Background: an optimization exercise with open tools, aiming at small area and few clock cycles per item. Do not read the settings as production practice. In this exercise RTL edits were held to simulation tests only and were not proved equivalent to the original.

## flow/design.v (module list and top-level ports; edited modules follow where they fit)
// module rvp_rotate: 589 lines
// module rvp_sel_n: 8 lines
// module rvp_sel: 8 lines
// module rvp_fa: 10 lines
// module rvp_ha: 9 lines
// module rvp_fa1: 9 lines
// module rvp_sub: 14 lines
// module rotate_vertices_about_pivot_top: 151 lines
module rotate_vertices_about_pivot_top #(
    parameter int COORD_BITS = 16
) (
    input  logic                                   clk,
    input  logic                                   rst_n,
    input  logic                                   cfg_we,
    input  logic [rvp_pkg::CFG_ADDR_W-1:0]         cfg_addr,
    input  logic [((COORD_BITS > 9) ? COORD_BITS : 9)-1:0] cfg_data,
    input  logic                                   s_tvalid,
    output logic                                   s_tready,
    input  logic [((2*COORD_BITS+7)/8)*8-1:0]      s_tdata,
    input  logic [0:0]                             s_tuser,
    output logic                                   m_tvalid,
    input  logic                                   m_tready,
    output logic [((6*COORD_BITS+7)/8)*8-1:0]      m_tdata
);
  // ...
==> flow/run.sh <==
#!/bin/bash
# synth_recipe.tcl (not shown) runs the flow's synth.tcl, then flattens the netlist and writes it again
# the make line also repeats each setting of config.mk as NAME=value (left out here)
make -C /OpenROAD-flow-scripts/flow DESIGN_CONFIG=/design/flow/config.mk WORK_HOME=/design/flow/orfs CLKGATE_MAP_FILE= SYNTH_SCRIPT=/design/flow/synth_recipe.tcl finish
==> flow/config.mk <==
export PLATFORM = sky130hd
export DESIGN_NAME = rotate_vertices_about_pivot_top
export DESIGN_NICKNAME = rotate_vertices_about_pivot_top
export VERILOG_FILES = /design/flow/design.v
export SDC_FILE = /design/flow/constraint.sdc
export NUM_CORES = 4
export LEC_CHECK = 0
export CAP_MARGIN = 20
export CELL_PAD_IN_SITES_DETAIL_PLACEMENT = 1
export CELL_PAD_IN_SITES_GLOBAL_PLACEMENT = 1
export CORE_MARGIN = 2
export CORE_UTILIZATION = 40
export PLACE_DENSITY = 0.5
export SLEW_MARGIN = 20
export SYNTH_HIERARCHICAL = 1
==> flow/constraint.sdc <==
create_clock -name core_clock -period 11.0 [get_ports {clk}]
set_input_delay 2.2000 -clock core_clock [delete_from_list [all_inputs] [get_ports {clk}]]
set_output_delay 2.2000 -clock core_clock [all_outputs]
set_load 0.01 [all_outputs]
==> flow_summary.json, run 1 <==
{
  "dr.pass1.iters": 17,
  "path_cells": "or4_1, nor4_2, a31oi_1, nor2b_1, ha_1, ha_1, nand3_1, o22a_1, o21ai_1, o21ai_0, buf_4, ha_1, a21o_1, a21o_1, a21o_1, a21o_1, a21o_1, a2111oi_0, a221o_1, a31oi_4, buf_16, mux2_2, clkdlybuf4s50_1",
  "synth_xor_area_share_pct": 3.28,
  "async_flop_share_pct": 47.3,
  "clk-insertion-delay-late_ns": 0.59,
  "clk_share_pct": 2.62,
  "vias": 34928,
  "reg2reg_to": "hx_out_reg[15]",
  "routed_wirelength_mm": 156,
  "final_common_cell": "a222oi_1",
  "r2r_cells": 19,
  "std_cell_rows": 108,
  "crit_path_start": "hy_out_reg[8]",
  "finalCritPeriodShare_pct": 91.1,
  "cp_max_fo": 29,
  "numPortBuffers": 153,
  "synthCells": 3512,
  "fin_cells": 4911,
  "r2r-start": "qt_reg[1]",
  "synthSimpleGateAreaFrac_pct": 9.53,
  "tns_ns": 0,
  "yosys-top-cells-area": "fa_1 27%, a222oi_1 15%, ha_1 7.0%",
  "critical_path_required_ns": 8.80,
  "drive_above_1_share_pct": 10.3,
  "seq_share_pct": 14.7,
  "core_area_mm2": 0.0868,
  "status": "finished clean",
  "cp-endpoint": "m_tdata[48]",
  "holdCritPathClass": "reg2reg",
  "slew_viol_final": 0,
  "drt_iter0_markers": 6283,
  "slowest_stage": "a2111oi_0",
  "drc": 0
}
Testbench counts, summed over its fixed seeds: cycles 12,528, items 12,288.
==> module rotate_vertices_about_pivot_top, before the edit <==
module rotate_vertices_about_pivot_top #(
    parameter int COORD_BITS = 16
) (
    input  logic                                   clk,
    input  logic                                   rst_n,
    input  logic                                   cfg_we,
    input  logic [rvp_pkg::CFG_ADDR_W-1:0]         cfg_addr,
    input  logic [((COORD_BITS > 9) ? COORD_BITS : 9)-1:0] cfg_data,
    input  logic                                   s_tvalid,
    output logic                                   s_tready,
    input  logic [((2*COORD_BITS+7)/8)*8-1:0]      s_tdata,
    input  logic [0:0]                             s_tuser,
    output logic                                   m_tvalid,
    input  logic                                   m_tready,
    output logic [((6*COORD_BITS+7)/8)*8-1:0]      m_tdata
);
    localparam int M_W = ((6*COORD_BITS+7)/8)*8;
    rvp_pkg::angle_t              angle_reg;
    logic [15:0]                  pivot_x_n_reg, pivot_y_n_reg;
    logic                         v1_reg, first1_reg;
    logic [16:0]                  pt_reg, qt_reg;
    logic [16:0]                  dx, dy;
    logic                         m_valid_reg, first_out_reg;
    logic [17:0]                  hx_out_reg, hy_out_reg;
    logic                         zx_out_reg, zy_out_reg;
    logic [14:0]                  trig_cos_reg, trig_sin_reg, trig_sum_reg;
    logic [14:0]                  cos_v, sin_v;
    logic [17:0]                  hi_x, hi_y;
    logic                         lo_zero_x, lo_zero_y;
    logic signed [15:0]           rx_out, ry_out;
    logic                         adv1, adv2, take;
    logic signed [15:0]           box_min_x_reg, box_min_y_reg;
    logic signed [15:0]           box_max_x_reg, box_max_y_reg;
    logic signed [15:0]           box_min_x_next, box_min_y_next;
    logic signed [15:0]           box_max_x_next, box_max_y_next;
    always_ff @(posedge clk or negedge rst_n)
    begin
        if (!rst_n)
        begin
            angle_reg     <= '0;
            pivot_x_n_reg <= '1;
            pivot_y_n_reg <= '1;
        end
        else if (cfg_we)
        begin
            if (cfg_addr == rvp_pkg::REG_ANGLE)
                angle_reg <= rvp_pkg::fold_angle(cfg_data[rvp_pkg::ANGLE_W-1:0]);
            if (cfg_addr == rvp_pkg::REG_PIVOT_X)
                pivot_x_n_reg <= ~cfg_data[15:0];
            if (cfg_addr == rvp_pkg::REG_PIVOT_Y)
                pivot_y_n_reg <= ~cfg_data[15:0];
        end
    end
    assign take     = m_valid_reg && m_tready;
    assign adv2     = !m_valid_reg || m_tready;
    assign adv1     = !v1_reg || adv2;
    assign s_tready = adv1;
    always_ff @(posedge clk or negedge rst_n)
    begin
        if (!rst_n)
        begin
            v1_reg      <= 1'b0;
            m_valid_reg <= 1'b0;
        end
        else
        begin
            if (adv1)
                v1_reg <= s_tvalid;
            if (adv2)
                m_valid_reg <= v1_reg;
        end
    end
    always_ff @(posedge clk)
    begin
        if (adv1 && s_tvalid)
        begin
            {qt_reg, pt_reg} <= rvp_pkg::quarter_turn(dx, dy, angle_reg.quad);
            first1_reg       <= s_tuser[0];
        end
        if (adv2 && v1_reg)
        begin
            hx_out_reg    <= hi_x;
            zx_out_reg    <= lo_zero_x;
            hy_out_reg    <= hi_y;
            zy_out_reg    <= lo_zero_y;
            first_out_reg <= first1_reg;
        end
    end
    assign {sin_v, cos_v} = rvp_pkg::trig_values(angle_reg);
    always_ff @(posedge clk)
    begin
        trig_cos_reg <= cos_v;
        trig_sin_reg <= sin_v;
        trig_sum_reg <= cos_v + sin_v;
    end
    rvp_sub u_sub_x (.a(s_tdata[15:0]),  .nb(pivot_x_n_reg), .d(dx));
    rvp_sub u_sub_y (.a(s_tdata[31:16]), .nb(pivot_y_n_reg), .d(dy));
    rvp_rotate u_rotate (
        .pt        (pt_reg),
        .qt        (qt_reg),
        .pivot_x_n (pivot_x_n_reg),
        .pivot_y_n (pivot_y_n_reg),
        .quad      (angle_reg.quad),
        .cos_v     (trig_cos_reg),
        .sin_v     (trig_sin_reg),
        .sum_v     (trig_sum_reg),
        .hi_x      (hi_x),
        .lo_zero_x (lo_zero_x),
        .hi_y      (hi_y),
        .lo_zero_y (lo_zero_y)
    );
    assign rx_out = rvp_pkg::round_sat(hx_out_reg, zx_out_reg);
    assign ry_out = rvp_pkg::round_sat(hy_out_reg, zy_out_reg);
    always_comb
    begin
        if (first_out_reg)
        begin
            box_min_x_next = rx_out;
            box_max_x_next = rx_out;
            box_min_y_next = ry_out;
            box_max_y_next = ry_out;
        end
        else
        begin
            box_min_x_next = (rx_out < box_min_x_reg) ? rx_out : box_min_x_reg;
            box_max_x_next = (rx_out > box_max_x_reg) ? rx_out : box_max_x_reg;
            box_min_y_next = (ry_out < box_min_y_reg) ? ry_out : box_min_y_reg;
            box_max_y_next = (ry_out > box_max_y_reg) ? ry_out : box_max_y_reg;
        end
    end
    always_ff @(posedge clk or negedge rst_n)
    begin
        if (!rst_n)
        begin
            box_min_x_reg <= '0;
            box_min_y_reg <= '0;
            box_max_x_reg <= '0;
            box_max_y_reg <= '0;
        end
        else if (take)
        begin
            box_min_x_reg <= box_min_x_next;
            box_min_y_reg <= box_min_y_next;
            box_max_x_reg <= box_max_x_next;
            box_max_y_reg <= box_max_y_next;
        end
    end
    assign m_tvalid = m_valid_reg;
    assign m_tdata  = M_W'({box_max_y_next, box_max_x_next, box_min_y_next, box_min_x_next,
                            ry_out, rx_out});
endmodule
==> inputs of run 2 (changes only) <==
--- a/flow/design.v
+++ b/flow/design.v
@@ -70,23 +70,21 @@
     endfunction
     function automatic logic [29:0] trig_values(input angle_t angle);
         logic [13:0] s_lo;
         logic [14:0] s_hi;
         s_lo = sin_lo(angle.m);
         s_hi = sin_hi(angle.m);
         trig_values = angle.swap ? {s_hi, 15'(s_lo)} : {15'(s_lo), s_hi};
     endfunction
-    function automatic logic signed [15:0] round_sat(input logic [17:0] hi, input logic lo_zero);
+    function automatic logic signed [15:0] round_sat(input logic [17:0] hi, input logic dec);
         logic signed [17:0] h;
-        logic               dec;
         logic signed [18:0] q;
-        h   = hi;
-        dec = lo_zero && (h <= 18'sd0);
-        q   = 19'(h) - 19'(dec);
+        h = hi;
+        q = 19'(h) - 19'(dec);
         if (q > 19'sd32767)
             round_sat = 16'sh7fff;
         else if (q < -19'sd32768)
             round_sat = 16'sh8000;
         else
             round_sat = q[15:0];
     endfunction
     function automatic logic [13:0] sin_lo(input logic [5:0] m);
@@ -201,19 +199,19 @@
     input  logic [16:0]        qt,
     input  logic [15:0]        pivot_x_n,
     input  logic [15:0]        pivot_y_n,
     input  logic [1:0]         quad,
     input  logic [14:0]        cos_v,
     input  logic [14:0]        sin_v,
     input  logic [14:0]        sum_v,
     output logic [17:0]        hi_x,
-    output logic               lo_zero_x,
+    output logic               dec_x,
     output logic [17:0]        hi_y,
-    output logic               lo_zero_y
+    output logic               dec_y
 );
     localparam int W = 32;
     logic [14:0] k_x, k_y, nk_x, nk_y;
     logic [15:0] npiv_x, npiv_y;
     logic [16:0] m00, m01, m10, m11;
     logic [14:0] nrow_x [16];
     logic [14:0] nrow_y [16];
     logic [14:0] nlast_x, nlast_y;
@@ -775,20 +773,20 @@
     rvp_fa u_y_474 (.a(t_y[411]), .b(t_y[412]), .c(t_y[354]), .s(t_y[472]), .co(t_y[473]));
     rvp_fa u_y_476 (.a(t_y[413]), .b(t_y[414]), .c(t_y[358]), .s(t_y[474]), .co(t_y[475]));
     rvp_fa u_y_478 (.a(t_y[415]), .b(t_y[416]), .c(nlast_y[12]), .s(t_y[476]), .co(t_y[477]));
     rvp_fa u_y_480 (.a(t_y[417]), .b(t_y[418]), .c(nlast_y[13]), .s(t_y[478]), .co(t_y[479]));
     rvp_fa u_y_482 (.a(t_y[419]), .b(t_y[420]), .c(nlast_y[14]), .s(t_y[480]), .co(t_y[481]));
     assign nca_y = {t_y[481], t_y[479], t_y[477], t_y[475], t_y[473], t_y[471], t_y[469], t_y[467], t_y[465], t_y[463], t_y[461], t_y[459], t_y[457], t_y[455], t_y[453], t_y[451], t_y[449], t_y[447], t_y[445], t_y[443], t_y[441], t_y[439], t_y[437], t_y[435], t_y[433], t_y[431], t_y[429], t_y[427], t_y[425], t_y[423], t_y[422], nk_y[0]};
     assign ncb_y = {t_y[421], t_y[480], t_y[478], t_y[476], t_y[474], t_y[472], t_y[470], t_y[468], t_y[466], t_y[464], t_y[462], t_y[460], t_y[458], t_y[456], t_y[454], t_y[452], t_y[450], t_y[448], t_y[446], t_y[444], t_y[442], t_y[440], t_y[438], t_y[436], t_y[434], t_y[432], t_y[430], t_y[428], t_y[426], t_y[424], nrow_y[1][0], nrow_y[0][0]};
     assign sum_y = (~nca_y) + (~ncb_y);
-    assign hi_x      = sum_x[W-1:14];
-    assign lo_zero_x = (sum_x[13:0] == 14'd0);
-    assign hi_y      = sum_y[W-1:14];
-    assign lo_zero_y = (sum_y[13:0] == 14'd0);
+    assign hi_x  = sum_x[W-1:14];
+    assign dec_x = (sum_x[13:0] == 14'd0) && (sum_x[W-1] || (hi_x == 18'd0));
+    assign hi_y  = sum_y[W-1:14];
+    assign dec_y = (sum_y[13:0] == 14'd0) && (sum_y[W-1] || (hi_y == 18'd0));
 endmodule
 module rvp_sel_n (
     input  logic sa, a,
     input  logic sb, b,
     input  logic sc, c,
     output logic y
 );
     assign y = ~((sa & a) | (sb & b) | (sc & c));
@@ -862,21 +860,21 @@
     localparam int M_W = ((6*COORD_BITS+7)/8)*8;
     rvp_pkg::angle_t              angle_reg;
     logic [15:0]                  pivot_x_n_reg, pivot_y_n_reg;
     logic                         v1_reg, first1_reg;
     logic [16:0]                  pt_reg, qt_reg;
     logic [16:0]                  dx, dy;
     logic                         m_valid_reg, first_out_reg;
     logic [17:0]                  hx_out_reg, hy_out_reg;
-    logic                         zx_out_reg, zy_out_reg;
-    logic [14:0]                  trig_cos_reg, trig_sin_reg, trig_sum_reg;
+    logic                         dec_x_out_reg, dec_y_out_reg;
+    logic [14:0]                  trig_sum_reg;
     logic [14:0]                  cos_v, sin_v;
     logic [17:0]                  hi_x, hi_y;
-    logic                         lo_zero_x, lo_zero_y;
+    logic                         dec_x, dec_y;
     logic signed [15:0]           rx_out, ry_out;
     logic                         adv1, adv2, take;
     logic signed [15:0]           box_min_x_reg, box_min_y_reg;
     logic signed [15:0]           box_max_x_reg, box_max_y_reg;
     logic signed [15:0]           box_min_x_next, box_min_y_next;
     logic signed [15:0]           box_max_x_next, box_max_y_next;
     always_ff @(posedge clk or negedge rst_n)
     begin
@@ -920,47 +918,45 @@
         if (adv1 && s_tvalid)
         begin
             {qt_reg, pt_reg} <= rvp_pkg::quarter_turn(dx, dy, angle_reg.quad);
             first1_reg       <= s_tuser[0];
         end
         if (adv2 && v1_reg)
         begin
             hx_out_reg    <= hi_x;
-            zx_out_reg    <= lo_zero_x;
+            dec_x_out_reg    <= dec_x;
             hy_out_reg    <= hi_y;
-            zy_out_reg    <= lo_zero_y;
+            dec_y_out_reg    <= dec_y;
             first_out_reg <= first1_reg;
         end
     end
     assign {sin_v, cos_v} = rvp_pkg::trig_values(angle_reg);
     always_ff @(posedge clk)
     begin
-        trig_cos_reg <= cos_v;
-        trig_sin_reg <= sin_v;
         trig_sum_reg <= cos_v + sin_v;
     end
     rvp_sub u_sub_x (.a(s_tdata[15:0]),  .nb(pivot_x_n_reg), .d(dx));
     rvp_sub u_sub_y (.a(s_tdata[31:16]), .nb(pivot_y_n_reg), .d(dy));
     rvp_rotate u_rotate (
         .pt        (pt_reg),
         .qt        (qt_reg),
         .pivot_x_n (pivot_x_n_reg),
         .pivot_y_n (pivot_y_n_reg),
         .quad      (angle_reg.quad),
-        .cos_v     (trig_cos_reg),
-        .sin_v     (trig_sin_reg),
+        .cos_v     (cos_v),
+        .sin_v     (sin_v),
         .sum_v     (trig_sum_reg),
         .hi_x      (hi_x),
-        .lo_zero_x (lo_zero_x),
+        .dec_x     (dec_x),
         .hi_y      (hi_y),
-        .lo_zero_y (lo_zero_y)
+        .dec_y     (dec_y)
     );
-    assign rx_out = rvp_pkg::round_sat(hx_out_reg, zx_out_reg);
-    assign ry_out = rvp_pkg::round_sat(hy_out_reg, zy_out_reg);
+    assign rx_out = rvp_pkg::round_sat(hx_out_reg, dec_x_out_reg);
+    assign ry_out = rvp_pkg::round_sat(hy_out_reg, dec_y_out_reg);
     always_comb
     begin
         if (first_out_reg)
         begin
             box_min_x_next = rx_out;
             box_max_x_next = rx_out;
             box_min_y_next = ry_out;
             box_max_y_next = ry_out;
==> flow/flow/run.sh (new file) <==
#!/bin/bash
# The standard layout (standard.sh), with the ports buffered by the smallest
# buffer cell instead of the one buffer_ports picks by default. Every input
# and output port still gets its own buffer.
set -euo pipefail
export BUFFER_PORTS_ARGS="-buffer_cell sky130_fd_sc_hd__buf_1"
bash standard.sh > standard.log 2>&1
==> flow/standard.sh (new file) <==
#!/bin/bash
# synth_recipe.tcl (not shown) runs the flow's synth.tcl, then flattens the netlist and writes it again
# the make line also repeats each setting of config.mk as NAME=value (left out here)
make -C /OpenROAD-flow-scripts/flow DESIGN_CONFIG=/design/flow/config.mk WORK_HOME=/design/flow/orfs CLKGATE_MAP_FILE= SYNTH_SCRIPT=/design/flow/synth_recipe.tcl "${@:-finish}"
removed: flow/run.sh
==> run 2 against run 1 <==
Still clean on timing, DRC and antenna. Worst hold slack worse by 0.015 ns. Global-route usage grew 0.40 points. Critical endpoint is now dec_x_out_reg. Sequential share of layout area is 0.86 points lower.
==> flow_summary.json, run 2 <==
{
  "grt-ovfl-total": 0,
  "clk_pin_slew_ns": 0.08,
  "dp_cells": 4786,
  "rsz0062_at_grt": "false",
  "hold_viol": 0,
  "postRouteAntennaNets": 0,
  "syn_area_mm2": 0.0342,
  "r2r-start": "angle_reg[1]",
  "synth_top_cells_by_count": "510 x a222oi_1, 481 x fa_1, 381 x inv_1",
  "fill_cells": 9688,
  "vias": 34294,
  "die_w_um": 296,
  "cts_buffers": 17,
  "finalCritPeriodShare_pct": 90.4,
  "grt_pass1_vias": 36254,
  "area_growth_syn_to_layout_pct": 11.3,
  "status": "finished clean",
  "slowest_delay_ns": 0.74,
  "endpoint_kind": "register",
  "hpwl_mm": 107,
  "synth_most_common_cell": "a222oi_1",
  "drive_above_1_share_pct": 11.4,
  "die_h_um": 296,
  "yosys_most_used_dff": "dfrtp_1",
  "cts_sinks": 196,
  "finClkSkew_ns": 0.0202,
  "period_minus_slack_ns": 9.95,
  "critical_path_required_ns": 11.33,
  "antenna_found_initial": 1,
  "ys_seq_area_share_pct": 15.3,
  "dr.pass1.iters": 22,
  "setup_violations": 0,
  "grt_pass1_wl_mm": 227,
  "final_cell_mix": "510 x a222oi_1, 481 x fa_1, 381 x inv_1",
  "std_cell_rows": 107,
  "slew_viol_final": 0,
  "worstMarginPinSlew_ns": 1.16,
  "final_util_pct": 44.8,
  "holdCritPathClass": "reg2reg",
  "finalWeightedCongestion": 0.952,
  "hold_path_end": "first_out_reg",
  "startpoint_type": "register",
  "dieArea_mm2": 0.0878,
  "maxCapViolations": 0,
  "nets": 4396,
  "cts_buffer_depth": 2,
  "synthCells": 3419,
  "start_util_pct": 40.3,
  "final_common_cell": "a222oi_1",
  "yosys-top-cells-area": "fa_1 28%, a222oi_1 15%, ha_1 7.2%",
  "htreeDepth": 4,
  "drc": 0,
  "fin_cells": 4821,
  "numPortBuffers": 153,
  "reg2reg_to": "dec_x_out_reg",
  "wl_per_cell_um": 31.7,
  "syn_area_per_cell_um2": 10.0,
  "ff2ff_setup_slack_ns": 1.05,
  "track_usage_pct": 34.3,
  "cts_tree": "done",
  "tns_ns": 0,
  "cp_max_fo": 20,
  "worstHoldStart": "first1_reg",
  "timing.hold.ws_ns": 0.427,
  "core_area_mm2": 0.0849,
  "ios": 154,
  "synth_nets": 4152,
  "postCtsResizedCells": 0,
  "clk-insertion-delay-late_ns": 0.55,
  "ctsHoldBuffers": 0,
  "grt_max_degree": 66,
  "ys_types": 104,
  "cp.arrival_ns": 10.28,
  "synth_top_area_cell": "fa_1",
  "synth.top_cell.area_share_pct": 28.2,
  "async_flop_share_pct": 54.6,
  "avgViaCountPerCell": 7.11,
  "synth_edf_count": 74,
  "slowest_stage": "ha_1",
  "post-cts-setup-buffers": 0,
  "cpMostUsedCell": "fa_1",
  "root_buffer": "clkbuf_16",
  "drt_iter0_markers": 6397,
  "ys_seq_elements": 196,
  "yosysWarnings": 10,
  "r2r_cells": 29,
  "routed_wirelength_mm": 153,
  "fmax_ghz": 0.101,
  "slew_headroom_pct": 21.3,
  "worstHoldPathCells": 0,
  "crit_type": "reg2reg"
}
[run 2: changes by cell type after synthesis, sizes merged, moves of 7 or more]
cell,delta
nand3,-21
nor3,-38
o21ai,+15
a221oi,+8
dfxtp,-30
a21oi,-18
nor2,+11
mux2,+11
mux2i,+8
o21a,-7
nand2b,-13
o311ai,-10
[run 2: per-module statistics from Yosys, one instance, submodules excluded, a selection]
module,times used,cells inside,flops+latches,cell area (µm²)
rvp_fa,478,1,0,20.0
rvp_sub,2,6,0,51.3
rvp_ha,4,1,0,12.5
rvp_rotate,1,708,0,4630
rvp_sel,30,2,0,13.8
rotate_vertices_about_pivot_top,1,1547,196,13900
rvp_sel_n,480,1,0,10.0
[run 2: layout make-up]
cell class / count / area, µm² / area share, %
Multi-Input combinational cell: 2734 / 27400 / 72.1
Sequential cell: 196 / 5250 / 13.8
Timing Repair Buffer: 331 / 1960 / 5.16
Inverter: 383 / 1440 / 3.78
Tap cell: 1144 / 1430 / 3.76
Clock buffer: 18 / 429 / 1.13
Clock inverter: 14 / 123 / 0.322
Antenna cell: 1 / 2.50 / 0.00657
[run 2: kinds of logic after synthesis]
| group | Yosys count | synth area share (%) |
|---|---|---|
| muxes | 142 | 4.58 |
| xor gates and xnor gates | 131 | 3.44 |
| buffers and inverters | 489 | 5.48 |
| AOI/OAI and AO/OA | 1168 | 27.0 |
| and+or+nand+nor | 616 | 8.82 |
| DFF | 196 | 15.3 |
| adders and majority gates | 677 | 35.3 |
[run 2: how the worst max path moves through the flow]
| stage | startpoint | end | slack, ns | cells past startpoint |
|---|---|---|---|---|
| after detailed placement | angle_reg[1] | dec_y_out_reg | 1.22 | 28 |
| after floorplan | angle_reg[0] | dec_y_out_reg | 2.05 | 29 |
| after CTS | angle_reg[1] | dec_y_out_reg | 1.18 | 28 |
| after global routing | angle_reg[1] | dec_x_out_reg | 0.53 | 28 |
| after global placement | angle_reg[1] | dec_y_out_reg | 1.41 | 28 |
| final | angle_reg[1] | dec_x_out_reg | 1.05 | 29 |
[run 2: worst max-delay path, delay by kind of cell (launching register included)]
| kind | cells | cell delay [ns] |
|---|---|---|
| AND/OR/NAND/NOR | 4 | 0.65 |
| buffers and inverters | 5 | 1.16 |
| flip-flops | 1 | 0.36 |
| XOR/XNOR | 1 | 0.19 |
| adder cells (fa/ha/maj) | 9 | 4.43 |
| AO/OA/AOI/OAI | 9 | 2.51 |
| multiplexers | 1 | 0.40 |
[run 2: metal layers]
metal	routed length [µm]	global-route usage (%)	share of wire [%]	vias up
met5	13	0	0.0085	-
met4	7370	16.0	4.8	2
met3	16500	8.78	11	504
met2	68900	53.9	45	2415
met1	59900	44.2	39	17441
li1	-	-	-	13932
[run 2: metrics by stage]
| step | instance area, µm² | setup WS [ns] |
|---|---|---|
| detailed placement | 37500 | 1.22 |
| floorplan | 34200 | 2.05 |
| global route | 38100 | 0.531 |
| CTS | 38000 | 1.18 |
| global placement | 37500 | 1.41 |
| finish | 38100 | 1.05 |
Testbench counts of run 2, summed over its fixed seeds: cycles 12,528, items 12,288.

## port drivers added, routing unchanged
Ports are ideal in the flow. The routed layouts listed here were re-timed in OpenROAD. Step 1, drivers: a clkbuf_16 drives clk and a buf_2 each remaining input, both assumed. Step 2 times the ports against the registers' clock, not the clock port: input delays grow and output delays shrink by t, the midpoint of the rising clock arrivals with the driver on. Slacks: ideal / step 1 / step 2; pairs: ideal / step 1.
| run | t, ns | setup WS [ns] | hold WS [ns] | latest minus earliest clock arrival (ns) | worst data-port slew with drivers (ns) |
|---|---|---|---|---|---|
| run 1 | 0.645 | 0.976 / 0.901 / 1.144 | 0.442 / 0.442 / 0.442 | 0.031 / 0.031 | 0.06 |
| run 2 | 0.609 | 1.054 / 1.054 / 1.054 | 0.427 / 0.427 / 0.427 | 0.021 / 0.021 | 0.08 |
After both steps setup and hold are still met in every run listed.
